What follows belongs to an exercise in optimizing a design on an open flow for small area; a production flow would make more cautious choices. At most, simulation tests tie the RTL to the original design; equivalence was not proved.

Setup of 01-22:
==> module mnist_pixel_loader, before the edit <==
module mnist_pixel_loader #(
  parameter int NUM_PIXELS = 784,
  parameter int PIX_W      = 8,
  parameter int THRESH     = 128,
  parameter int TIMEOUT    = 20000
) (
  input  logic                  clk,
  input  logic                  rst_n,
  input  logic                  pix_valid,
  output logic                  pix_ready,
  input  logic [PIX_W-1:0]      pix_data,
  input  logic                  pix_last,
  output logic [NUM_PIXELS-1:0] image_bits,
  output logic                  fp_start,
  input  logic                  fp_done,
  output logic                  busy,
  output logic                  frame_err,
  output logic                  fp_timeout,
  output logic [15:0]           frame_count
);
  localparam int N = 28;   
  localparam logic [4:0] L_LAST = 5'h06, M_LAST = 5'h1f;
  localparam logic [4:0] WD_E = 5'h09, M_E = 5'h1f;
  localparam logic [4:0] WD_R = 5'h15, M_R = 5'h15;
  localparam logic [4:0] WD_C = 5'h12, M_C = 5'h12;
  function automatic logic [4:0] lfsr(input logic [4:0] x);
    lfsr = {x[3:0], ~(x[4] ^ x[2])};
  endfunction
  function automatic logic [N-1:0] decode(input logic [4:0] x);
    logic [N-1:0] sel;
    sel = '0;
    case (x)
      5'h00: sel[0] = 1'b1;
      5'h01: sel[1] = 1'b1;
      5'h03: sel[2] = 1'b1;
      5'h07: sel[3] = 1'b1;
      5'h0e: sel[4] = 1'b1;
      5'h1c: sel[5] = 1'b1;
      5'h19: sel[6] = 1'b1;
      5'h12: sel[7] = 1'b1;
      5'h04: sel[8] = 1'b1;
      5'h08: sel[9] = 1'b1;
      5'h11: sel[10] = 1'b1;
      5'h02: sel[11] = 1'b1;
      5'h05: sel[12] = 1'b1;
      5'h0a: sel[13] = 1'b1;
      5'h15: sel[14] = 1'b1;
      5'h0b: sel[15] = 1'b1;
      5'h17: sel[16] = 1'b1;
      5'h0f: sel[17] = 1'b1;
      5'h1e: sel[18] = 1'b1;
      5'h1d: sel[19] = 1'b1;
      5'h1b: sel[20] = 1'b1;
      5'h16: sel[21] = 1'b1;
      5'h0d: sel[22] = 1'b1;
      5'h1a: sel[23] = 1'b1;
      5'h14: sel[24] = 1'b1;
      5'h09: sel[25] = 1'b1;
      5'h13: sel[26] = 1'b1;
      5'h06: sel[27] = 1'b1;
      default: sel = '0;
    endcase
    decode = sel;
  endfunction
  logic [NUM_PIXELS-1:0] image_q;
  logic [4:0]            col_q, row_q, ext_q;
  logic [15:0]           frame_count_q;
  logic                  pix_ready_q, busy_q, fp_start_q, frame_err_q, fp_timeout_q;
  logic s_fill, s_drop, s_wait;
  logic xfer, wr, col_end, row_end, hit_pix, hit_wd;
  logic launch_d, stay_wait, adv, clr, keep;
  logic [N-1:0] row_sel, col_set;
  assign s_fill = pix_ready_q & ~busy_q;
  assign s_drop = pix_ready_q & busy_q;
  assign s_wait = ~pix_ready_q & ~fp_start_q;
  assign xfer    = pix_valid & pix_ready_q;
  assign wr      = s_fill & xfer;
  assign col_end = ((col_q ^ L_LAST) & M_LAST) == '0;
  assign row_end = ((row_q ^ L_LAST) & M_LAST) == '0;
  assign hit_pix = col_end & row_end;
  assign hit_wd  = (((ext_q ^ WD_E) & M_E) == '0) & (((row_q ^ WD_R) & M_R) == '0) &
                   (((col_q ^ WD_C) & M_C) == '0);
  assign launch_d  = wr & pix_last & hit_pix;
  assign stay_wait = s_wait & ~fp_done & ~hit_wd;
  assign adv       = (wr & ~pix_last & ~hit_pix) | fp_start_q | stay_wait;
  assign clr       = (wr & (pix_last | hit_pix)) | (s_wait & ~stay_wait);
  always_ff @(posedge clk or negedge rst_n) begin
    if (!rst_n) begin
      col_q <= '0;
      row_q <= '0;
    end else if (clr) begin
      col_q <= '0;
      row_q <= '0;
    end else if (adv) begin
      col_q <= col_end ? 5'd0 : lfsr(col_q);
      if (col_end) row_q <= row_end ? 5'd0 : lfsr(row_q);
    end
  end
  always_ff @(posedge clk) begin
    if (clr) ext_q <= '0;
    else if (adv & col_end & row_end) ext_q <= lfsr(ext_q);
  end
  assign keep    = ~(wr & (col_q == 5'd0) & (row_q == 5'd0));
  assign row_sel = decode(row_q);
  assign col_set = decode(col_q) & {N{wr & pix_data >= PIX_W'(THRESH)}};
  always_ff @(posedge clk) begin
    for (int r = 0; r < N; r++)
      for (int c = 0; c < N; c++)
        image_q[r*N+c] <= (image_q[r*N+c] & keep) | (row_sel[r] & col_set[c]);
  end
  always_ff @(posedge clk or negedge rst_n) begin
    if (!rst_n) begin
      frame_count_q <= '0;
      pix_ready_q   <= 1'b1;
      busy_q        <= 1'b0;
      fp_start_q    <= 1'b0;
      frame_err_q   <= 1'b0;
      fp_timeout_q  <= 1'b0;
    end else begin
      if (s_wait & fp_done) frame_count_q <= frame_count_q + 16'd1;
      fp_start_q    <= launch_d;
      pix_ready_q   <= ~(launch_d | fp_start_q | stay_wait);
      busy_q        <= launch_d | fp_start_q | stay_wait |
                       (wr & ~pix_last & hit_pix) |
                       (s_drop & ~(xfer & pix_last));
      frame_err_q   <= wr & (pix_last ^ hit_pix);
      fp_timeout_q  <= s_wait & ~fp_done & hit_wd;
    end
  end
  assign pix_ready   = pix_ready_q;
  assign image_bits  = image_q;
  assign fp_start    = fp_start_q;
  assign busy        = busy_q;
  assign frame_err   = frame_err_q;
  assign fp_timeout  = fp_timeout_q;
  assign frame_count = frame_count_q;
endmodule
export LEC_CHECK = 0
export CAP_MARGIN = 20
export CORE_MARGIN = 2
export CORE_UTILIZATION = 40
export SLEW_MARGIN = 20
create_clock -name core_clock -period 5.0 [get_ports {clk}]
standard.sh (not shown) runs the stock make flow with config.mk's settings and CLKGATE_MAP_FILE= SYNTH_SCRIPT=/design/flow/synth_recipe.tcl, a recipe that flattens the netlist after the stock synthesis.
==> flow/flow/run.sh <==
#!/bin/bash
# The standard layout (standard.sh: the standard synthesis, floorplan, placement, CTS,
# routing) with two changes:
#  - port buffers are the smallest buffer, buf_1, instead of the cell buffer_ports picks;
#  - clock tree: clkbuf_8 leaf clusters of at most 16 sinks and 60 um, no dummy loads.
# All make/tool output goes to flow_run.log here; ORFS's per-step logs are under orfs/logs/.
set -euo pipefail
bash standard.sh \
  BUFFER_PORTS_ARGS="-buffer_cell sky130_fd_sc_hd__buf_1" \
  CTS_ARGS="-sink_clustering_enable -repair_clock_nets -dont_use_dummy_load -buf_list sky130_fd_sc_hd__clkbuf_8 -sink_clustering_size 16 -sink_clustering_max_diameter 60" \
  finish > flow_run.log 2>&1
Inputs modified between 01-22 and 01-06:
--- a/flow/design.v
+++ b/flow/design.v
@@ -66,12 +66,12 @@
   logic [4:0]            col_q, row_q, ext_q;
   logic [15:0]           frame_count_q;
   logic                  pix_ready_q, busy_q, fp_start_q, frame_err_q, fp_timeout_q;
   logic s_fill, s_drop, s_wait;
   logic xfer, wr, col_end, row_end, hit_pix, hit_wd;
-  logic launch_d, stay_wait, adv, clr, keep;
-  logic [N-1:0] row_sel, col_set;
+  logic launch_d, stay_wait, adv, clr;
+  logic [N-1:0] row_sel, row_keep, col_set;
   assign s_fill = pix_ready_q & ~busy_q;
   assign s_drop = pix_ready_q & busy_q;
   assign s_wait = ~pix_ready_q & ~fp_start_q;
   assign xfer    = pix_valid & pix_ready_q;
   assign wr      = s_fill & xfer;
@@ -98,17 +98,17 @@
   end
   always_ff @(posedge clk) begin
     if (clr) ext_q <= '0;
     else if (adv & col_end & row_end) ext_q <= lfsr(ext_q);
   end
-  assign keep    = ~(wr & (col_q == 5'd0) & (row_q == 5'd0));
-  assign row_sel = decode(row_q);
-  assign col_set = decode(col_q) & {N{wr & pix_data >= PIX_W'(THRESH)}};
+  assign row_sel  = decode(row_q);
+  assign row_keep = ~(row_sel & {N{wr & (col_q == 5'd0)}});
+  assign col_set  = decode(col_q) & {N{wr & pix_data >= PIX_W'(THRESH)}};
   always_ff @(posedge clk) begin
     for (int r = 0; r < N; r++)
       for (int c = 0; c < N; c++)
-        image_q[r*N+c] <= (image_q[r*N+c] & keep) | (row_sel[r] & col_set[c]);
+        image_q[r*N+c] <= (image_q[r*N+c] & row_keep[r]) | (row_sel[r] & col_set[c]);
   end
   always_ff @(posedge clk or negedge rst_n) begin
     if (!rst_n) begin
       frame_count_q <= '0;
       pix_ready_q   <= 1'b1;
--- outcome ---
- 01-06 vs 01-22 on final critical-path share of the clock period: 01-06 is the higher one.
- When the final numbers for 01-22 and 01-06 were put side by side, the cell area turned out to be smaller in 01-22.
- The lower wire length on met3 came out of 01-22.
- Compared with 01-22, in 01-06 non-clock buffer count closely matched the old numbers; worst hold slack across all endpoints decreased by 0.092 ns relative to the old numbers; sequential share of cell area decreased by 0.89 points relative to the old numbers; time the final worst path needs with I/O delays and setup increased by 0.31 ns relative to the old numbers; final cell count decreased by 326 relative to the old numbers.
- The launching instance or port of the critical path comes out row_q[2]$_DFFE_PN0P_ in one run and row_q[1]$_DFFE_PN0P_ in the other, namely in 01-06 and 01-22 respectively.
- Initial antenna violation count: 01-06 > 01-22
- Number of multi-input combinational cells in the layout (lower): 01-06
The RTL of 01-06 was laid out without a check of its function.

-- what the ideal ports hide --
The results above use ideal ports. As a check the final layouts listed here were re-extracted and re-timed, cells and wires unchanged.
Step 1, drivers: a clkbuf_16 drives clk and a buf_2 each remaining input, both assumed.
Step 2, shift: input delay + t, output delay - t, t = (earliest + latest rising clock arrival at the registers) / 2. This alone moves slack from input paths to output paths.
Three values: no drivers, after step 1, after step 2; two values: the first two.
run	t, ns	setup WS [ns]	hold slack, ns	slew at the worst register clock pin (ns)
01-22	0.710	1.780 / 1.780 / 1.619	0.414 / 0.391 / 0.444	0.11 / 0.11
01-06	0.740	1.465 / 1.465 / 1.310	0.323 / 0.282 / 0.457	0.10 / 0.10
After both steps setup and hold are still met in every run listed. For 01-22, which loses most, drivers alone change the setup slack by 0.000 ns; drivers and shift together by -0.161 ns.
